This design comes from an exercise in tuning for small area and a short achievable clock period on the open sky130 flow, not from production work. Only simulation tests tie the RTL to the original design; equivalence was not proved. Power figures rest on the tool's default switching activity, not on a simulated workload.

==> flow/design.v <==
module icache_assoc_prefetch #(
    parameter int NUM_SETS       = 16,
    parameter int NUM_WAYS       = 2,
    parameter int PREFETCH_DEPTH = 4,
    parameter int NUM_MSHR       = 4
) (
    input  logic        clock,
    input  logic        reset,
    input  logic        squash,
    input  logic [3:0]  Imem2proc_response,
    input  logic [63:0] Imem2proc_data,
    input  logic [3:0]  Imem2proc_tag,
    input  logic [31:0] proc2Icache_addr,
    input  logic        early_branch_valid,
    input  logic [12:0] early_branch_target,
    output logic [1:0]  proc2Imem_command,
    output logic [31:0] proc2Imem_addr,
    output logic [63:0] Icache_data_out,
    output logic        Icache_valid_out
);
    localparam int IDX_W  = $clog2(NUM_SETS);
    localparam int TAG_W  = 13 - IDX_W;
    localparam int WAY_W  = (NUM_WAYS > 1) ? $clog2(NUM_WAYS) : 1;
    localparam int MSHR_W = (NUM_MSHR > 1) ? $clog2(NUM_MSHR) : 1;
    localparam logic [1:0] BUS_NONE = 2'd0;
    localparam logic [1:0] BUS_LOAD = 2'd1;
    typedef logic [NUM_WAYS-1:0][WAY_W-1:0] ages_t;
    logic [NUM_WAYS-1:0] valid_q [NUM_SETS];
    logic [TAG_W-1:0]    tag_q   [NUM_SETS][NUM_WAYS];
    logic [63:0]         data_q  [NUM_SETS][NUM_WAYS];
    ages_t               age_q   [NUM_SETS];
    logic [NUM_MSHR-1:0] mv_q;
    logic [12:0]         mba_q   [NUM_MSHR];
    logic [3:0]          mtag_q  [NUM_MSHR];
    logic [12:0]         last_ba_q, last_ba_d;
    logic [12:0]         ba;
    logic [12:0]         cand [PREFETCH_DEPTH];
    logic [PREFETCH_DEPTH-1:0] cand_hit, cand_inm;
    logic                sel_found;
    logic [12:0]         sel_ba;
    logic [IDX_W-1:0]    dem_idx;
    logic                dem_hit;
    logic [WAY_W-1:0]    dem_way;
    logic                free_found;
    logic [MSHR_W-1:0]   free_idx;
    logic                fill_hit;
    logic [MSHR_W-1:0]   fill_e;
    logic [12:0]         fill_ba;
    logic [IDX_W-1:0]    fill_idx;
    logic [TAG_W-1:0]    fill_tag;
    logic [WAY_W-1:0]    fill_way;
    logic                fill_found;
    logic                issue, alloc;
    ages_t               hit_age_d, fill_age_d, fill_base;
    function automatic logic [NUM_WAYS*WAY_W-1:0] touch(input logic [NUM_WAYS*WAY_W-1:0] a,
                                                         input logic [WAY_W-1:0] w);
        logic [NUM_WAYS*WAY_W-1:0] r;
        r = a;
        for (int k = 0; k < NUM_WAYS; k++)
            if (a[k*WAY_W +: WAY_W] < a[w*WAY_W +: WAY_W])
                r[k*WAY_W +: WAY_W] = a[k*WAY_W +: WAY_W] + 1'b1;
        r[w*WAY_W +: WAY_W] = '0;
        touch = r;
    endfunction
    always_comb begin
        ba = proc2Icache_addr[15:3];
        for (int i = 0; i < PREFETCH_DEPTH; i++) begin
            if (i == 0)
                cand[i] = ba;
            else if (early_branch_valid)
                cand[i] = early_branch_target + 13'(i - 1);
            else
                cand[i] = ba + 13'(i);
        end
    end
    always_comb begin
        cand_hit  = '0;
        cand_inm  = '0;
        sel_found = 1'b0;
        sel_ba    = cand[0];
        for (int i = 0; i < PREFETCH_DEPTH; i++) begin
            for (int w = 0; w < NUM_WAYS; w++)
                if (valid_q[cand[i][IDX_W-1:0]][w] &&
                    tag_q[cand[i][IDX_W-1:0]][w] == cand[i][12:IDX_W])
                    cand_hit[i] = 1'b1;
            for (int m = 0; m < NUM_MSHR; m++)
                if (mv_q[m] && mba_q[m] == cand[i])
                    cand_inm[i] = 1'b1;
            if (!sel_found && !cand_hit[i] && !cand_inm[i]) begin
                sel_found = 1'b1;
                sel_ba    = cand[i];
            end
        end
    end
    always_comb begin
        dem_idx    = ba[IDX_W-1:0];
        dem_hit    = 1'b0;
        dem_way    = '0;
        free_found = 1'b0;
        free_idx   = '0;
        for (int w = 0; w < NUM_WAYS; w++)
            if (!dem_hit && valid_q[dem_idx][w] &&
                tag_q[dem_idx][w] == ba[12:IDX_W]) begin
                dem_hit = 1'b1;
                dem_way = WAY_W'(w);
            end
        for (int m = 0; m < NUM_MSHR; m++)
            if (!free_found && !mv_q[m]) begin
                free_found = 1'b1;
                free_idx   = MSHR_W'(m);
            end
    end
    always_comb begin
        fill_hit   = 1'b0;
        fill_e     = '0;
        for (int m = 0; m < NUM_MSHR; m++)
            if (!fill_hit && Imem2proc_tag != 4'd0 && mv_q[m] &&
                mtag_q[m] == Imem2proc_tag) begin
                fill_hit = 1'b1;
                fill_e   = MSHR_W'(m);
            end
        fill_ba    = mba_q[fill_e];
        fill_idx   = fill_ba[IDX_W-1:0];
        fill_tag   = fill_ba[12:IDX_W];
        fill_found = 1'b0;
        fill_way   = '0;
        for (int w = 0; w < NUM_WAYS; w++)
            if (!fill_found && valid_q[fill_idx][w] && tag_q[fill_idx][w] == fill_tag) begin
                fill_found = 1'b1;
                fill_way   = WAY_W'(w);
            end
        for (int w = 0; w < NUM_WAYS; w++)
            if (!fill_found && !valid_q[fill_idx][w]) begin
                fill_found = 1'b1;
                fill_way   = WAY_W'(w);
            end
        for (int w = 0; w < NUM_WAYS; w++)
            if (!fill_found && age_q[fill_idx][w] == WAY_W'(NUM_WAYS - 1)) begin
                fill_found = 1'b1;
                fill_way   = WAY_W'(w);
            end
    end
    always_comb begin
        hit_age_d = age_q[dem_idx];
        if (dem_hit) hit_age_d = touch(age_q[dem_idx], dem_way);
        fill_base = (dem_hit && fill_idx == dem_idx) ? hit_age_d : age_q[fill_idx];
        fill_age_d = touch(fill_base, fill_way);
    end
    assign issue     = sel_found && free_found && (ba == last_ba_q);
    assign alloc     = issue && (Imem2proc_response != 4'd0);
    assign last_ba_d = squash ? '1 : ba;
    assign proc2Imem_command = issue ? BUS_LOAD : BUS_NONE;
    assign proc2Imem_addr    = {16'b0, sel_ba, 3'b0};
    assign Icache_valid_out  = dem_hit;
    assign Icache_data_out   = dem_hit ? data_q[dem_idx][dem_way] : 64'd0;
    always_ff @(posedge clock or posedge reset) begin
        if (reset) begin
            for (int s = 0; s < NUM_SETS; s++) begin
                valid_q[s] <= '0;
                for (int w = 0; w < NUM_WAYS; w++)
                    age_q[s][w] <= WAY_W'(w);
            end
            for (int m = 0; m < NUM_MSHR; m++) begin
                mba_q[m]  <= '0;
                mtag_q[m] <= '0;
            end
            mv_q      <= '0;
            last_ba_q <= '1;
        end else begin
            last_ba_q <= last_ba_d;
            if (dem_hit)
                age_q[dem_idx] <= hit_age_d;
            if (fill_hit) begin
                valid_q[fill_idx][fill_way] <= 1'b1;
                age_q[fill_idx]             <= fill_age_d;
                mv_q[fill_e]                <= 1'b0;
            end
            if (alloc) begin
                mv_q[free_idx]   <= 1'b1;
                mba_q[free_idx]  <= sel_ba;
                mtag_q[free_idx] <= Imem2proc_response;
            end
        end
    end
    always_ff @(posedge clock) begin
        if (fill_hit) begin
            tag_q[fill_idx][fill_way]  <= fill_tag;
            data_q[fill_idx][fill_way] <= Imem2proc_data;
        end
    end
endmodule
==> flow/run.sh <==
#!/bin/bash
# synth_recipe.tcl (not shown) runs the flow's synth.tcl, then flattens the netlist and writes it again
# the make line also repeats each setting of config.mk as NAME=value (left out here)
make -C /OpenROAD-flow-scripts/flow DESIGN_CONFIG=/design/flow/config.mk WORK_HOME=/design/flow/orfs CLKGATE_MAP_FILE= SYNTH_SCRIPT=/design/flow/synth_recipe.tcl finish
==> flow/config.mk <==
export PLATFORM = sky130hd
export DESIGN_NAME = icache_assoc_prefetch
export DESIGN_NICKNAME = icache_assoc_prefetch
export VERILOG_FILES = /design/flow/design.v
export SDC_FILE = /design/flow/constraint.sdc
export NUM_CORES = 4
export LEC_CHECK = 0
export CAP_MARGIN = 20
export CORE_MARGIN = 2
export CORE_UTILIZATION = 40
export SLEW_MARGIN = 20
==> flow/constraint.sdc <==
create_clock -name core_clock -period 12.5 [get_ports {clock}]
set_input_delay 2.5000 -clock core_clock [delete_from_list [all_inputs] [get_ports {clock}]]
set_output_delay 2.5000 -clock core_clock [all_outputs]
set_load 0.01 [all_outputs]
==> results.json, run 1 <==
{
  "status": "finished clean",
  "cp-end-kind": "output port",
  "yosys_most_used_dff": "edfxtp_1",
  "drt_iter0_drc": 9375,
  "setup_viol": 0,
  "antenna_found_initial": 23,
  "synthMuxAreaShare": 0.184,
  "syn_inst": 6690,
  "io_buffer_count": 180,
  "synth_cell_type_count": 112,
  "clock-sinks": 2485,
  "area_delta_synth_final_pct": 13.3,
  "hpwl_mm": 201,
  "yosys.area.top_type": "edfxtp_1",
  "cts_buffer_depth": 4,
  "grtUsageTotal": 0.244,
  "final_area_um2": 129000,
  "synth.cell_area_um2": 114000,
  "synth-seq-cells": 2485,
  "nNetsFinal": 7044,
  "io_pins": 220,
  "critPathMaxStageDelay_ns": 0.94,
  "cp_slowest_cell": "and2_4",
  "drc": 0,
  "die_area_um2": 288000,
  "cap_violations": 0,
  "die_h_um": 537,
  "period_share": 0.951,
  "yosys-top-cells-area": "edfxtp_1 62%, mux4_2 16%, dfrtp_1 2.6%, nand2_1 2.2%, xnor2_1 2.0%",
  "fin_worst_skew_ns": 0.112,
  "grt_max_degree": 80,
  "syn_avg_cell_area_um2": 17.0,
  "fin_crit_ns": 11.88,
  "wl_mm": 357,
  "synth_seq_area_share": 0.651,
  "fin_ws_ns": 0.617,
  "yosys_warnings": 6,
  "worstMarginPinSlew_ns": 1.21,
  "rows": 195,
  "synth_edf_count": 2336,
  "hold_path.class": "flip-flop to flip-flop",
  "fmax_ghz": 0.0842,
  "synth.most_common_cell": "edfxtp_1",
  "drv_slew": 0,
  "finalHoldViolations": 0,
  "vdd_drop_max_mv": 0.152,
  "crit_fanout": 50,
  "fin_setup_tns_ns": 0,
  "postRouteAntennaNets": 0,
  "crit_arrival_ns": 9.38,
  "post-place-ws_ns": 0.715,
  "cts_buffers": 249,
  "postCtsHoldBufs": 0,
  "synth_fa_ha_area_frac": 0.000991,
  "synth-xor-area-share": 0.0280,
  "start_kind": "input port",
  "first_pass_iters": 8,
  "async_reset_ff_frac": 0.0600,
  "relSlewSlack": 0.188,
  "die_w_um": 537,
  "cts_resized": 0,
  "clkTransAtPathRegs_ns": 0.06,
  "wl_per_cell_um": 32.8,
  "synthSimpleGateAreaFrac": 0.0588,
  "p_leak_nw": 40.9,
  "fin_cells": 10862,
  "power_density_nw_per_um2": 139,
  "clk_latency_ns": 0.95,
  "grt_pass1_vias": 67449,
  "grt_pass1_wl_mm": 506,
  "cts_htree_levels": 4,
  "via_per_inst": 6.33,
  "synth_common_cells": "2336 x edfxtp_1, 794 x mux4_2, 677 x nand2_1",
  "root_buffer": "clkbuf_16",
  "whs_ns": 0.523,
  "rsz0062_at_grt": "no",
  "required_ns": 10.00,
  "cts_setup_buffers": 0,
  "grt_overflow_total": 0,
  "worstSetupPathType": "input port to output port",
  "synth_top_family_by_area": "multiplexers",
  "start_util": 0.402,
  "vias": 68795,
  "coreArea_um2": 282000,
  "synth_top_area_share": 0.618,
  "synth_compound_area_frac": 0.0503,
  "cts_tree": "built",
  "worstPathCellList": "clkdlybuf4s50_1 > or2b_1 > and2_4 > buf_4 > mux4_2 > nand2_1 > and3_1 > a31oi_1 > xnor2_1 > nor3_1 > nand4_1 > a41oi_2 > nand2_1 > buf_4 > mux2_2 > o21ai_2 > clkdlybuf4s50_1",
  "drive_gt1_frac": 0.238,
  "dp.cells": 10404,
  "nFillCells": 23951,
  "gp_congestion": 0.961,
  "post_dp_cell_area_um2": 121000
}
[placed cells by master, fill, tap and decap left out, drive strengths merged, types with 98 or more instances in the layout]
master | Yosys | layout
xnor2 | 265 | 265
dfrtp | 120 | 120
mux2i | 201 | 201
nand2 | 678 | 678
mux4 | 795 | 795
a21oi | 115 | 115
clkinv | 2 | 108
xor2 | 98 | 98
edfxtp | 2336 | 2336
nand3 | 147 | 147
and3 | 112 | 112
clkdlybuf4s50 | 0 | 173
nor2 | 191 | 191
buf | 330 | 309
clkbuf | 198 | 299
[report_power, final]
| group | switching [mW] | internal [mW] |
|---|---|---|
| Clock | 3.15 | 4.27 |
| Sequential | 0.0150 | 9.10 |
| Combinational | 0.891 | 0.431 |
| Total | 4.06 | 13.8 |
[registers in the layout (all words and copies together) (netlist names)]
signal,count
mtag_q,16
age_q,32
tag_q,288
mv_q,4
data_q,2048
valid_q,32
mba_q,52
last_ba_q,13
[per-stage QoR]
stage | power [mW] | util
3_3_place_gp | 10.6 | 0.427
2_1_floorplan | 10.1 | -
3_5_place_dp | 10.6 | 0.427
4_1_cts | 18.0 | 0.456
5_1_grt | 18.4 | 0.456
6_report | 17.9 | 0.456
[path summary, 6_finish.rpt]
kind / cells after the start / to / startpoint / slack [ns]
min reg2reg: 1 / mtag_q[2][3]$_DFFE_PP0P_ / mtag_q[2][3]$_DFFE_PP0P_ / 0.52
max in group asynchronous: 3 / mtag_q[2][2]$_DFFE_PP0P_ / reset / 8.94
min in group asynchronous: 2 / age_q[7][0]$_DFF_PP0_ / reset / 2.32
min: 1 / mtag_q[2][3]$_DFFE_PP0P_ / mtag_q[2][3]$_DFFE_PP0P_ / 0.52
max: 17 / proc2Imem_addr[13] / early_branch_target[0] / 0.62
max reg2reg: 14 / data_q[8][9]$_DFFE_PP_ / mv_q[2]$_DFF_PP0_ / 4.66
[cell families (layout without fill, tap and decap cells)]
| group | count (synthesis) | in the layout |
|---|---|---|
| flops | 2485 | 2485 |
| xor+xnor | 363 | 363 |
| compound gates | 767 | 767 |
| other cells | 1 | 26 |
| simple gates | 1427 | 1427 |
| fa+ha+maj | 9 | 9 |
| mux | 1074 | 1074 |
| buf+inv | 564 | 968 |
[worst max-delay path: cells and delay by family]
kind                   cells  cell delay, ns
buffers and inverters      4            2.17
multiplexers               2            0.85
AO/OA/AOI/OAI              3            0.69
AND/OR/NAND/NOR            7            2.94
XOR/XNOR                   1            0.17
[cell type report]
class / instances / area (um2) / area share
tap: 3743 / 4680 / 0.0364
antenna: 6 / 15.0 / 0.000117
inverter: 36 / 149 / 0.00116
clock buffer: 299 / 6510 / 0.0506
clock inverter: 151 / 1500 / 0.0117
sequential: 2485 / 73900 / 0.574
multi-input combinational: 3660 / 37000 / 0.288
timing repair buffer: 482 / 4910 / 0.0381
[metal layers]
metal	wire, um	vias up	GRT usage
li1	-	27588	-
met1	142000	36227	0.339
met2	162000	4115	0.376
met3	36200	849	0.0514
met4	16200	16	0.0970
met5	99	-	0
==> run 2: changes to the inputs <==
--- a/flow/config.mk
+++ b/flow/config.mk
@@ -5,7 +5,9 @@
 export SDC_FILE = /design/flow/constraint.sdc
 export NUM_CORES = 4
 export LEC_CHECK = 0
+export ABC_CLOCK_PERIOD_IN_PS = 6000
 export CAP_MARGIN = 20
 export CORE_MARGIN = 2
 export CORE_UTILIZATION = 40
+export SETUP_SLACK_MARGIN = 5
 export SLEW_MARGIN = 20
==> run 2 against run 1 <==
  * Routed wire length grew 12%
  * Clock skew shrank 0.030 ns
  * Critical path depth grew 3
  * Sequential power is essentially flat
  * Design area grew 7.5%
  * Via count grew 5.6%
  * Core utilization grew 3.4 points
  * Synthesized cell count is the same
  * Total power grew 2.5%
  * Synthesized area is the same
  * Critical endpoint is now Icache_data_out[59]
==> results.json, run 2 <==
{
  "status": "finished clean",
  "synth_cell_type_count": 112,
  "top_layer_used": "met5",
  "final_cell_mix": "2336 x edfxtp_1, 794 x mux4_2, 658 x nand2_1",
  "area_delta_synth_final_pct": 21.8,
  "synth.most_common_cell": "edfxtp_1",
  "wl_met2_mm": 178,
  "gp_congestion": 0.933,
  "relSlewSlack": 0.249,
  "die_w_um": 537,
  "final_area_um2": 138000,
  "synth_edf_count": 2336,
  "fin_crit_ns": 9.71,
  "yosys_most_used_dff": "edfxtp_1",
  "grtUsageTotal": 0.270,
  "via_per_inst": 6.42,
  "worstRegToRegCells": 20,
  "syn_avg_cell_area_um2": 17.0,
  "p_leak_nw": 45.2,
  "worstReg2RegEnd": "data_q[22][13]$_DFFE_PP_",
  "min_delay_worst_endpoint": "mtag_q[3][0]$_DFFE_PP0P_",
  "post_dp_cell_area_um2": 121000,
  "worstMarginPinSlew_ns": 1.13,
  "cts_htree_levels": 5,
  "largest_register_ffs": 2048,
  "wl_met3_mm": 45.9,
  "clk_latency_ns": 0.89,
  "fin_worst_skew_ns": 0.0821,
  "wl_per_cell_um": 35.2,
  "fin_cells": 11315,
  "async_reset_ff_frac": 0.0600,
  "power_density_nw_per_um2": 132,
  "yosys_warnings": 6,
  "postRouteAntennaNets": 0,
  "hold_path.class": "flip-flop to flip-flop",
  "finalHoldViolations": 0,
  "cts_tree": "built",
  "synth.cell_area_um2": 114000,
  "crit_arrival_ns": 7.21,
  "coreArea_um2": 282000,
  "whs_path_depth": 1,
  "crit_fanout": 7,
  "root_buffer": "clkbuf_16",
  "setup_viol": 0,
  "grt_pass1_vias": 70511,
  "nNetsFinal": 7500,
  "first_pass_iters": 9,
  "antenna_found_initial": 37,
  "r2r_start": "mv_q[1]$_DFF_PP0_",
  "fmax_ghz": 0.103,
  "synth_top_area_share": 0.618,
  "drv_slew": 0,
  "yosys.area.top_type": "edfxtp_1",
  "grt_pass1_wl_mm": 550,
  "synth_common_cells": "2336 x edfxtp_1, 794 x mux4_2, 677 x nand2_1",
  "drt_iter0_drc": 10509,
  "cap_violations": 0,
  "met1_length_mm": 153,
  "grt_max_degree": 123,
  "rows": 195,
  "wl_mm": 398,
  "syn_inst": 6690,
  "cts_buffers": 268,
  "io_buffer_count": 180,
  "cts_buffer_depth": 4,
  "cp-end-kind": "output port",
  "drive_gt1_frac": 0.336,
  "clkTransAtPathRegs_ns": 0.05,
  "synth_seq_area_share": 0.651,
  "drc": 0,
  "start_kind": "input port",
  "start_util": 0.402,
  "required_ns": 10.00,
  "hold_path.startpoint": "mtag_q[3][0]$_DFFE_PP0P_",
  "reg.largest.list": "data_q x2048, tag_q x288, mba_q x52",
  "final_util": 0.490,
  "vias": 72629,
  "vdd_drop_max_mv": 0.162,
  "dp.cells": 10404,
  "grt_overflow_total": 0,
  "synth-seq-cells": 2485,
  "die_area_um2": 288000,
  "yosys-top-cells-area": "edfxtp_1 62%, mux4_2 16%, dfrtp_1 2.6%, nand2_1 2.2%, xnor2_1 2.0%",
  "fin_setup_tns_ns": 0,
  "hpwl_mm": 208,
  "io_pins": 220,
  "worstSetupPathType": "input port to output port",
  "clock-sinks": 2485,
  "largest-register": "data_q",
  "whs_ns": 0.529,
  "reg2reg_slack_ns": 6.52,
  "rsz0062_at_grt": "yes",
  "die_h_um": 537,
  "final_common_cell": "edfxtp_1",
  "period_share": 0.777
}
-- run 2: area by class of cell --
class                   instances  area, um2
repair buffers                908      11500
clock inverters               119        938
flip-flops and latches       2485      73900
repair inverters                1       16.3
well taps                    3743       4680
inverters                      36        183
fillers                     23066     144000
multi-input cells            3670      39900
diodes                          9       22.5
clock buffers                 344       7180
-- run 2: worst max path at each step --
stage / from / to / slack (ns) / depth (start not counted)
detailed placement: proc2Icache_addr[3] / Icache_data_out[8] / 1.40 / 17
CTS: proc2Icache_addr[3] / Icache_data_out[24] / 2.86 / 20
finish: proc2Icache_addr[3] / Icache_data_out[59] / 2.79 / 20
floorplan: proc2Icache_addr[4] / proc2Imem_addr[12] / 3.34 / 24
global placement: proc2Icache_addr[3] / Icache_data_out[8] / 1.44 / 17
global route: proc2Icache_addr[3] / Icache_data_out[24] / 2.79 / 20
-- run 2: metal layers --
metal  global-route usage  vias to the layer above
li1                     -                    28598
met1                0.368                    38153
met2                0.405                     4792
met3               0.0748                     1054
met4                0.120                       32
met5                    0                        -
-- run 2: critical path, cell delays in order --
cell and delay (ns):
buf_16 0.17, buf_16 0.18, mux4_2 0.52, mux4_2 0.62, xnor2_4 0.28, o2111ai_2 0.18
nor4_4 0.33, buf_4 0.20, nor2b_4 0.04, buf_12 0.15, buf_16 0.17, buf_12 0.14
buf_8 0.12, buf_16 0.14, mux4_2 0.43, mux4_2 0.50, nor2_4 0.12, a311oi_2 0.05
buf_4 0.21, buf_6 0.12
-- run 2: stage by stage --
| stage | total power, mW | setup slack (ns) |
|---|---|---|
| final | 18.3 | 2.79 |
| after global routing | 18.8 | 2.79 |
| after CTS | 18.3 | 2.86 |
| after detailed placement | 10.6 | 1.40 |
| after global placement | 10.6 | 1.44 |
| after floorplan | 10.1 | 3.34 |
-- run 2: cells by family (layout without fill, tap and decap cells) --
kind of cell	count (synthesis)	after routing	synth area share
buf+inv	564	1408	0.0273
fa+ha+maj	9	9	0.000991
simple gates	1427	1429	0.0588
compound gates	767	772	0.0503
mux	1074	1077	0.184
other cells	1	29	0.0000330
xor+xnor	363	363	0.0280
flops	2485	2485	0.651
-- run 2: timing repair --
item                                     CTS  global route
buffers inserted                         260            87
endpoints found under the setup margin  2542          1908
pin swaps                                138            98
hold endpoints to repair                   0             0
hold buffers                               0             0
cloned                                    78            13
gates resized for setup                  859           185
-- run 2: report_power, final --
group / switching [mW] / total (mW) / internal (mW)
Clock: 3.27 / 7.53 / 4.26
Sequential: 0.0143 / 9.12 / 9.10
Combinational: 1.06 / 1.67 / 0.612

-- afterwards: timing with drivers on the ports --
In the flow no input, the clock included, has a driving cell. The finished layouts below were timed again as built, in two steps.
Step 1 (the two cells are an assumption about what drives the block):
set clk [get_ports {clock}]
set_driving_cell -lib_cell sky130_fd_sc_hd__clkbuf_16 $clk
set_driving_cell -lib_cell sky130_fd_sc_hd__buf_2 [delete_from_list [all_inputs] $clk]
Step 2 also shifts input and output timing later by t, the mid clock arrival at the registers, as if the neighbouring blocks saw the same clock.
Three values: ideal, step 1, step 2; two values: the first two.
run | shift t [ns] | setup WS [ns] | worst slew at a driven data input, ns
run 1 | 0.990 | 0.617 / 0.583 / 0.583 | 0.18
run 2 | 0.948 | 2.786 / 2.396 / 2.396 | 0.49
After both steps every run listed still meets setup and hold. The setup slack of run 2, which loses most, moves by -0.390 ns with the drivers and by -0.390 ns with both steps.
